What follows belongs to an exercise in optimizing a design on an open flow for small area, a short achievable clock period and few clock cycles; a production flow would make more cautious choices.
Power figures rest on the tool's default switching activity, not on a simulated workload.

==> inputs of 09-02 <==
## request_queue_with_size_class_pool
module request_queue_with_size_class_pool
(
    input  logic                                 clk,
    input  logic                                 rst_n,
    input  logic                                 s_tvalid,
    output logic                                 s_tready,
    input  logic [rqscp_pkg::S_TDATA_W-1:0]      s_tdata,
    input  logic [rqscp_pkg::S_TUSER_W-1:0]      s_tuser,
    output logic                                 m_tvalid,
    input  logic                                 m_tready,
    output logic [rqscp_pkg::M_TDATA_W-1:0]      m_tdata,
    output logic [rqscp_pkg::M_TUSER_W-1:0]      m_tuser,
    input  logic                                 cfg_we,
    input  logic [rqscp_pkg::CFG_ADDR_W-1:0]     cfg_addr,
    input  logic [rqscp_pkg::CFG_DATA_W-1:0]     cfg_wdata
);
clock: 5.0 ns
lec_check: 0
cap_margin: 20
core_margin: 2
core_utilization: 40
setup_slack_margin: 2.6
slew_margin: 20
synth_hierarchical: 1
synth_minimum_keep_size: 0
run.sh (not shown) runs the stock make flow with config.mk's settings and CLKGATE_MAP_FILE= SYNTH_SCRIPT=/design/flow/synth_recipe.tcl, a recipe that flattens the netlist after the stock synthesis.
==> 09-05 (differences from 09-02) <==
--- a/flow/config.mk
+++ b/flow/config.mk
@@ -9,5 +9,4 @@
 export CORE_MARGIN = 2
 export CORE_UTILIZATION = 40
-export SETUP_SLACK_MARGIN = 2.6
 export SLEW_MARGIN = 20
 export SYNTH_HIERARCHICAL = 1
==> qor summary <==
Shortest clock period the worst path allows after layout: 09-02 2.996 ns; 09-05 3.974 ns
Number of nets in the layout: 09-02 2936; 09-05 2621
Final Util: 09-02 60.49%; 09-05 49.94%
Fill count: 09-02 4697; 09-05 5392
Summed area of non-filler cells in the final layout: 09-02 0.03726 sq mm; 09-05 0.03076 sq mm
Reg2Reg Capture Point: 09-02 u_dpath.store_reg[0][75]$_DFF_P_; 09-05 u_dpath.store_reg[7][42]$_DFF_P_
R2r worst-path depth: 09-02 12; 09-05 5
Proportion of final cell area spent on non-clock buffers: 09-02 21.64%; 09-05 7.574%
Worst-case hold slack: 09-02 0.4776 ns; 09-05 0.3517 ns
Avg WL per Cell: 09-02 31.50 microns; 09-05 21.43 microns
Critical Path AT: 09-02 3.49 ns; 09-05 4.45 ns
Clock network power: 09-02 5.75 mW; 09-05 5.42 mW
R2r startpoint: 09-02 u_dpath.small_bytes_reg[12]$_DFFE_PN0P_; 09-05 u_dpath.cnt_reg[2]$_DFFE_PN0P_
Relative area change from synthesis to final layout: 09-02 49.75%; 09-05 23.62%
Share of total power in sequential cells: 09-02 46.7%; 09-05 49.2%
Post-Layout Cell Count: 09-02 3724; 09-05 3405
Area used by multi-input combinational logic: 09-02 0.009104 sq mm; 09-05 0.008533 sq mm
Status: 09-02 complete, no violations; 09-05 complete, no violations
Sum of routed wire segments on met1: 09-02 41520 microns; 09-05 31020 microns
Startpoint kind of the worst setup timing path: 09-02 register; 09-05 input pin
Top layer used by detailed routing: 09-02 met5; 09-05 met4
Post-route fraction of the period consumed by the critical path: 09-02 59.92%; 09-05 79.47%
Clock network area share: 09-02 6.766%; 09-05 7.891%
Classification of the worst setup path: 09-02 register to register; 09-05 input pin to register
Count of clock-net buffers in the final layout: 09-02 109; 09-05 114
Largest net degree at the start of global routing: 09-02 71; 09-05 259
No run of this note included a check of the RTL's function; only the layout flow was run.

---

==> inputs of run a <==
==> flow/design.v <==
package rqscp_pkg;
    localparam int QUEUE_DEPTH    = 8;
    localparam int SMALL_BUFFERS  = 8;
    localparam int MEDIUM_BUFFERS = 4;
    localparam int LARGE_BUFFERS  = 2;
    localparam int CNT_W  = 4;
    localparam int IDX_W  = 3;
    localparam int CLS_W  = 2;
    localparam int LEN_W  = 16;
    localparam int DATA_W = 73;
    localparam int ENTRY_W = DATA_W + CLS_W + IDX_W;
    localparam int CFG_ADDR_W = 2;
    localparam int CFG_DATA_W = 16;
    localparam logic [LEN_W-1:0] SMALL_BYTES_RST  = 16'd64;
    localparam logic [LEN_W-1:0] MEDIUM_BYTES_RST = 16'd256;
    localparam logic [LEN_W-1:0] LARGE_BYTES_RST  = 16'd4096;
    localparam int S_TDATA_W = 80;
    localparam int S_TUSER_W = 2;
    localparam int M_TDATA_W = 88;
    localparam int M_TUSER_W = 2;
    localparam logic [1:0] ACT_ENQUEUE = 2'd0;
    localparam logic [1:0] ACT_DEQUEUE = 2'd1;
    localparam logic [1:0] ST_DONE  = 2'd0;
    localparam logic [1:0] ST_FULL  = 2'd1;
    localparam logic [1:0] ST_NOFIT = 2'd2;
    localparam logic [1:0] ST_EMPTY = 2'd3;
    localparam logic [1:0] CLS_SMALL  = 2'd0;
    localparam logic [1:0] CLS_MEDIUM = 2'd1;
    localparam logic [1:0] CLS_LARGE  = 2'd2;
endpackage
module rqscp_ctrl
(
    input  logic clk,
    input  logic rst_n,
    input  logic s_tvalid,
    output logic s_tready,
    output logic m_tvalid,
    input  logic m_tready,
    output logic step
);
    logic pending_reg;
    assign s_tready = !pending_reg || m_tready;
    assign m_tvalid = pending_reg;
    assign step     = s_tvalid && s_tready;
    always_ff @(posedge clk or negedge rst_n)
    begin
        if (!rst_n)
        begin
            pending_reg <= 1'b0;
        end
        else if (step || m_tready)
        begin
            pending_reg <= step;
        end
    end
endmodule
module rqscp_dpath
(
    input  logic                                 clk,
    input  logic                                 rst_n,
    input  logic                                 step,
    input  logic [rqscp_pkg::S_TUSER_W-1:0]      action,
    input  logic [rqscp_pkg::DATA_W-1:0]         din,
    input  logic                                 cfg_we,
    input  logic [rqscp_pkg::CFG_ADDR_W-1:0]     cfg_addr,
    input  logic [rqscp_pkg::CFG_DATA_W-1:0]     cfg_wdata,
    output logic [rqscp_pkg::M_TUSER_W-1:0]      status,
    output logic [rqscp_pkg::CNT_W-1:0]          entry_count,
    output logic                                 head_valid,
    output logic [rqscp_pkg::ENTRY_W-1:0]        head
);
    localparam int D  = rqscp_pkg::QUEUE_DEPTH;
    localparam int EW = rqscp_pkg::ENTRY_W;
    logic [rqscp_pkg::LEN_W-1:0] small_bytes_reg;
    logic [rqscp_pkg::LEN_W-1:0] medium_bytes_reg;
    logic [rqscp_pkg::LEN_W-1:0] large_bytes_reg;
    logic [EW-1:0]                        store_reg [0:D-1];
    logic [rqscp_pkg::CNT_W-1:0]          cnt_reg;
    logic                                 ne_reg;
    logic [rqscp_pkg::M_TUSER_W-1:0]      status_reg;
    logic [rqscp_pkg::SMALL_BUFFERS-1:0]  small_used_reg;
    logic [rqscp_pkg::MEDIUM_BUFFERS-1:0] medium_used_reg;
    logic [rqscp_pkg::LARGE_BUFFERS-1:0]  large_used_reg;
    logic [rqscp_pkg::LEN_W-1:0] len;
    logic                        full;
    logic                        fit_s, fit_m, fit_l, fit;
    logic [rqscp_pkg::SMALL_BUFFERS-1:0]  small_take, small_give;
    logic [rqscp_pkg::MEDIUM_BUFFERS-1:0] medium_take, medium_give;
    logic [rqscp_pkg::LARGE_BUFFERS-1:0]  large_take, large_give;
    logic [rqscp_pkg::IDX_W-1:0] small_idx, medium_idx, pick_idx;
    logic [rqscp_pkg::CLS_W-1:0] pick_cls;
    logic                        enq_go, deq_go;
    logic [EW-1:0]               tail_entry;
    logic [rqscp_pkg::IDX_W-1:0] head_idx;
    logic [rqscp_pkg::CLS_W-1:0] head_cls;
    assign len  = din[72:57];
    assign full = cnt_reg[3];
    always_comb
    begin
        small_take = '0;
        for (int i = rqscp_pkg::SMALL_BUFFERS - 1; i >= 0; i--)
            if (!small_used_reg[i]) small_take = 8'(1) << i;
        medium_take = '0;
        for (int i = rqscp_pkg::MEDIUM_BUFFERS - 1; i >= 0; i--)
            if (!medium_used_reg[i]) medium_take = 4'(1) << i;
        large_take = '0;
        for (int i = rqscp_pkg::LARGE_BUFFERS - 1; i >= 0; i--)
            if (!large_used_reg[i]) large_take = 2'(1) << i;
        small_idx  = {|small_take[7:4], small_take[3] | small_take[2] | small_take[7] | small_take[6],
                      small_take[1] | small_take[3] | small_take[5] | small_take[7]};
        medium_idx = {1'b0, medium_take[3] | medium_take[2], medium_take[1] | medium_take[3]};
    end
    assign fit_s = (len <= small_bytes_reg)  && !(&small_used_reg);
    assign fit_m = (len <= medium_bytes_reg) && !(&medium_used_reg);
    assign fit_l = (len <= large_bytes_reg)  && !(&large_used_reg);
    assign fit   = fit_s || fit_m || fit_l;
    always_comb
    begin
        if (fit_s)
        begin
            pick_cls = rqscp_pkg::CLS_SMALL;
            pick_idx = small_idx;
        end
        else if (fit_m)
        begin
            pick_cls = rqscp_pkg::CLS_MEDIUM;
            pick_idx = medium_idx;
        end
        else
        begin
            pick_cls = rqscp_pkg::CLS_LARGE;
            pick_idx = {2'b00, large_take[1]};
        end
    end
    assign tail_entry = {pick_idx, pick_cls, din};
    assign enq_go = step && (action == rqscp_pkg::ACT_ENQUEUE) && !full && fit;
    assign deq_go = step && (action == rqscp_pkg::ACT_DEQUEUE) && ne_reg;
    assign head_idx = store_reg[0][EW-1 -: rqscp_pkg::IDX_W];
    assign head_cls = store_reg[0][rqscp_pkg::DATA_W +: rqscp_pkg::CLS_W];
    always_comb
    begin
        small_give  = (head_cls == rqscp_pkg::CLS_SMALL)  ? 8'(1) << head_idx : '0;
        medium_give = (head_cls == rqscp_pkg::CLS_MEDIUM) ? 4'(1) << head_idx[1:0] : '0;
        large_give  = (head_cls[1]) ? 2'(1) << head_idx[0] : '0;
    end
    always_ff @(posedge clk or negedge rst_n)
    begin
        if (!rst_n)
        begin
            small_bytes_reg  <= rqscp_pkg::SMALL_BYTES_RST;
            medium_bytes_reg <= rqscp_pkg::MEDIUM_BYTES_RST;
            large_bytes_reg  <= rqscp_pkg::LARGE_BYTES_RST;
        end
        else if (cfg_we)
        begin
            case (cfg_addr)
                2'd0: small_bytes_reg  <= cfg_wdata;
                2'd1: medium_bytes_reg <= cfg_wdata;
                2'd2: large_bytes_reg  <= cfg_wdata;
                default:
                begin
                end
            endcase
        end
    end
    always_ff @(posedge clk or negedge rst_n)
    begin
        if (!rst_n)
        begin
            cnt_reg         <= '0;
            ne_reg          <= 1'b0;
            status_reg      <= rqscp_pkg::ST_DONE;
            small_used_reg  <= '0;
            medium_used_reg <= '0;
            large_used_reg  <= '0;
        end
        else
        begin
            if (step)
            begin
                if (action == rqscp_pkg::ACT_ENQUEUE)
                    status_reg <= full ? rqscp_pkg::ST_FULL
                                : (fit ? rqscp_pkg::ST_DONE : rqscp_pkg::ST_NOFIT);
                else if (action == rqscp_pkg::ACT_DEQUEUE)
                    status_reg <= ne_reg ? rqscp_pkg::ST_DONE : rqscp_pkg::ST_EMPTY;
                else
                    status_reg <= rqscp_pkg::ST_DONE;
            end
            if (enq_go)
            begin
                cnt_reg <= cnt_reg + 1'b1;
                ne_reg  <= 1'b1;
                if (fit_s)
                    small_used_reg <= small_used_reg | small_take;
                else if (fit_m)
                    medium_used_reg <= medium_used_reg | medium_take;
                else
                    large_used_reg <= large_used_reg | large_take;
            end
            else if (deq_go)
            begin
                cnt_reg         <= cnt_reg - 1'b1;
                ne_reg          <= (cnt_reg != 4'd1);
                small_used_reg  <= small_used_reg & ~small_give;
                medium_used_reg <= medium_used_reg & ~medium_give;
                large_used_reg  <= large_used_reg & ~large_give;
            end
        end
    end
    always_ff @(posedge clk)
    begin
        for (int i = 0; i < D; i++)
        begin
            if (deq_go && i < D - 1)
                store_reg[i] <= store_reg[(i + 1) % D];
            else if (cnt_reg == 4'(i))
                store_reg[i] <= tail_entry;
        end
    end
    assign status      = status_reg;
    assign entry_count = cnt_reg;
    assign head_valid  = ne_reg;
    assign head        = ne_reg ? store_reg[0] : '0;
endmodule
module request_queue_with_size_class_pool
(
    input  logic                                 clk,
    input  logic                                 rst_n,
    input  logic                                 s_tvalid,
    output logic                                 s_tready,
    input  logic [rqscp_pkg::S_TDATA_W-1:0]      s_tdata,
    input  logic [rqscp_pkg::S_TUSER_W-1:0]      s_tuser,
    output logic                                 m_tvalid,
    input  logic                                 m_tready,
    output logic [rqscp_pkg::M_TDATA_W-1:0]      m_tdata,
    output logic [rqscp_pkg::M_TUSER_W-1:0]      m_tuser,
    input  logic                                 cfg_we,
    input  logic [rqscp_pkg::CFG_ADDR_W-1:0]     cfg_addr,
    input  logic [rqscp_pkg::CFG_DATA_W-1:0]     cfg_wdata
);
    logic                                 step;
    logic [rqscp_pkg::CNT_W-1:0]          entry_count;
    logic                                 head_valid;
    logic [rqscp_pkg::ENTRY_W-1:0]        head;
    rqscp_ctrl u_ctrl
    (
        .clk      (clk),
        .rst_n    (rst_n),
        .s_tvalid (s_tvalid),
        .s_tready (s_tready),
        .m_tvalid (m_tvalid),
        .m_tready (m_tready),
        .step     (step)
    );
    rqscp_dpath u_dpath
    (
        .clk         (clk),
        .rst_n       (rst_n),
        .step        (step),
        .action      (s_tuser),
        .din         (s_tdata[rqscp_pkg::DATA_W-1:0]),
        .cfg_we      (cfg_we),
        .cfg_addr    (cfg_addr),
        .cfg_wdata   (cfg_wdata),
        .status      (m_tuser),
        .entry_count (entry_count),
        .head_valid  (head_valid),
        .head        (head)
    );
    assign m_tdata = {5'd0, head, head_valid, entry_count};
endmodule
==> flow/run.sh <==
#!/bin/bash
# synth_recipe.tcl (not shown) runs the flow's synth.tcl, then flattens the netlist and writes it again
# the make line also repeats each setting of config.mk as NAME=value (left out here)
make -C /OpenROAD-flow-scripts/flow DESIGN_CONFIG=/design/flow/config.mk WORK_HOME=/design/flow/orfs CLKGATE_MAP_FILE= SYNTH_SCRIPT=/design/flow/synth_recipe.tcl finish
==> flow/config.mk <==
export PLATFORM = sky130hd
export DESIGN_NAME = request_queue_with_size_class_pool
export DESIGN_NICKNAME = request_queue_with_size_class_pool
export VERILOG_FILES = /design/flow/design.v
export SDC_FILE = /design/flow/constraint.sdc
export NUM_CORES = 4
export LEC_CHECK = 0
export CAP_MARGIN = 20
export CORE_MARGIN = 2
export CORE_UTILIZATION = 40
export SETUP_SLACK_MARGIN = 2.6
export SLEW_MARGIN = 20
==> flow/constraint.sdc <==
create_clock -name core_clock -period 5.0 [get_ports {clk}]
set_input_delay 1.0000 -clock core_clock [delete_from_list [all_inputs] [get_ports {clk}]]
set_output_delay 1.0000 -clock core_clock [all_outputs]
set_load 0.01 [all_outputs]
==> inputs of run b, as changes to run a <==
SETUP_SLACK_MARGIN = unset   (was 2.6)
==> metrics.md <==
| Metric | Value |
|---|---|
| Outcome | `complete, no violations` |
| Metal1 wirelength | `34.2 mm` |
| CP arrival | `3.45 ns` |
| Post-Route Utilization | `54.2%` |
| Comb power frac | `16.9%` |
| Met3 usage | `2.48%` |
| Reg2Reg Setup Slack | `2.04 ns` |
| Hold Path End | `u_dpath.status_reg[0]$_DFFE_PN0P_` |
| R2r startpoint | `u_dpath.medium_bytes_reg[8]$_DFFE_PN1P_` |
| Slowest CP cell | `or4_4` |
[end of results for run a]
==> metrics.md <==
| Metric | Value |
|---|---|
| Met3 usage | `2.42%` |
| Outcome | `complete, no violations` |
| VDD IR max | `0.257 mV` |
| CP arrival | `2.95 ns` |
| Slowest CP cell | `dfrtp_2` |
| Comb power frac | `11.2%` |
| Post-Route Utilization | `47.3%` |
| Slew @ Worst Pin | `1.01 ns` |
| Top_reg_cell synth | `edfxtp_1` |
| R2r startpoint | `u_dpath.ne_reg$_DFFE_PN0P_` |
[end of results for run b]
No functional check of the RTL was part of any run of this note.

-- port drivers added, routing unchanged --
The results above use ideal ports. As a check the final layouts listed here were re-extracted and re-timed, cells and wires unchanged.
Step 1, drivers: a clkbuf_16 drives clk and a buf_2 each remaining input, both assumed.
Step 2 moves the port delays by t, midway between the first and last clock arrival at a register: inputs arrive t later, outputs are due t later. That takes back most of the time a late clock gives input paths.
a / b / c = ideal / step 1 / step 2; a / b = the first two.
run | t (ns) | setup WS [ns] | latest minus earliest clock arrival (ns) | pins driven straight from the clock port
09-02 | 0.682 | 2.004 / 2.004 / 1.331 | 0.042 / 0.043 | 1
09-05 | 0.661 | 1.026 / 1.063 / 0.402 | 0.023 / 0.023 | 1
run a | 0.667 | 2.035 / 2.043 / 1.410 | 0.020 / 0.019 | 1
run b | 0.652 | 1.045 / 0.991 / 0.582 | 0.028 / 0.028 | 1
After both steps setup and hold are still met in every run listed. For 09-02, which loses most, drivers alone change the setup slack by 0.000 ns; drivers and shift together by -0.673 ns.
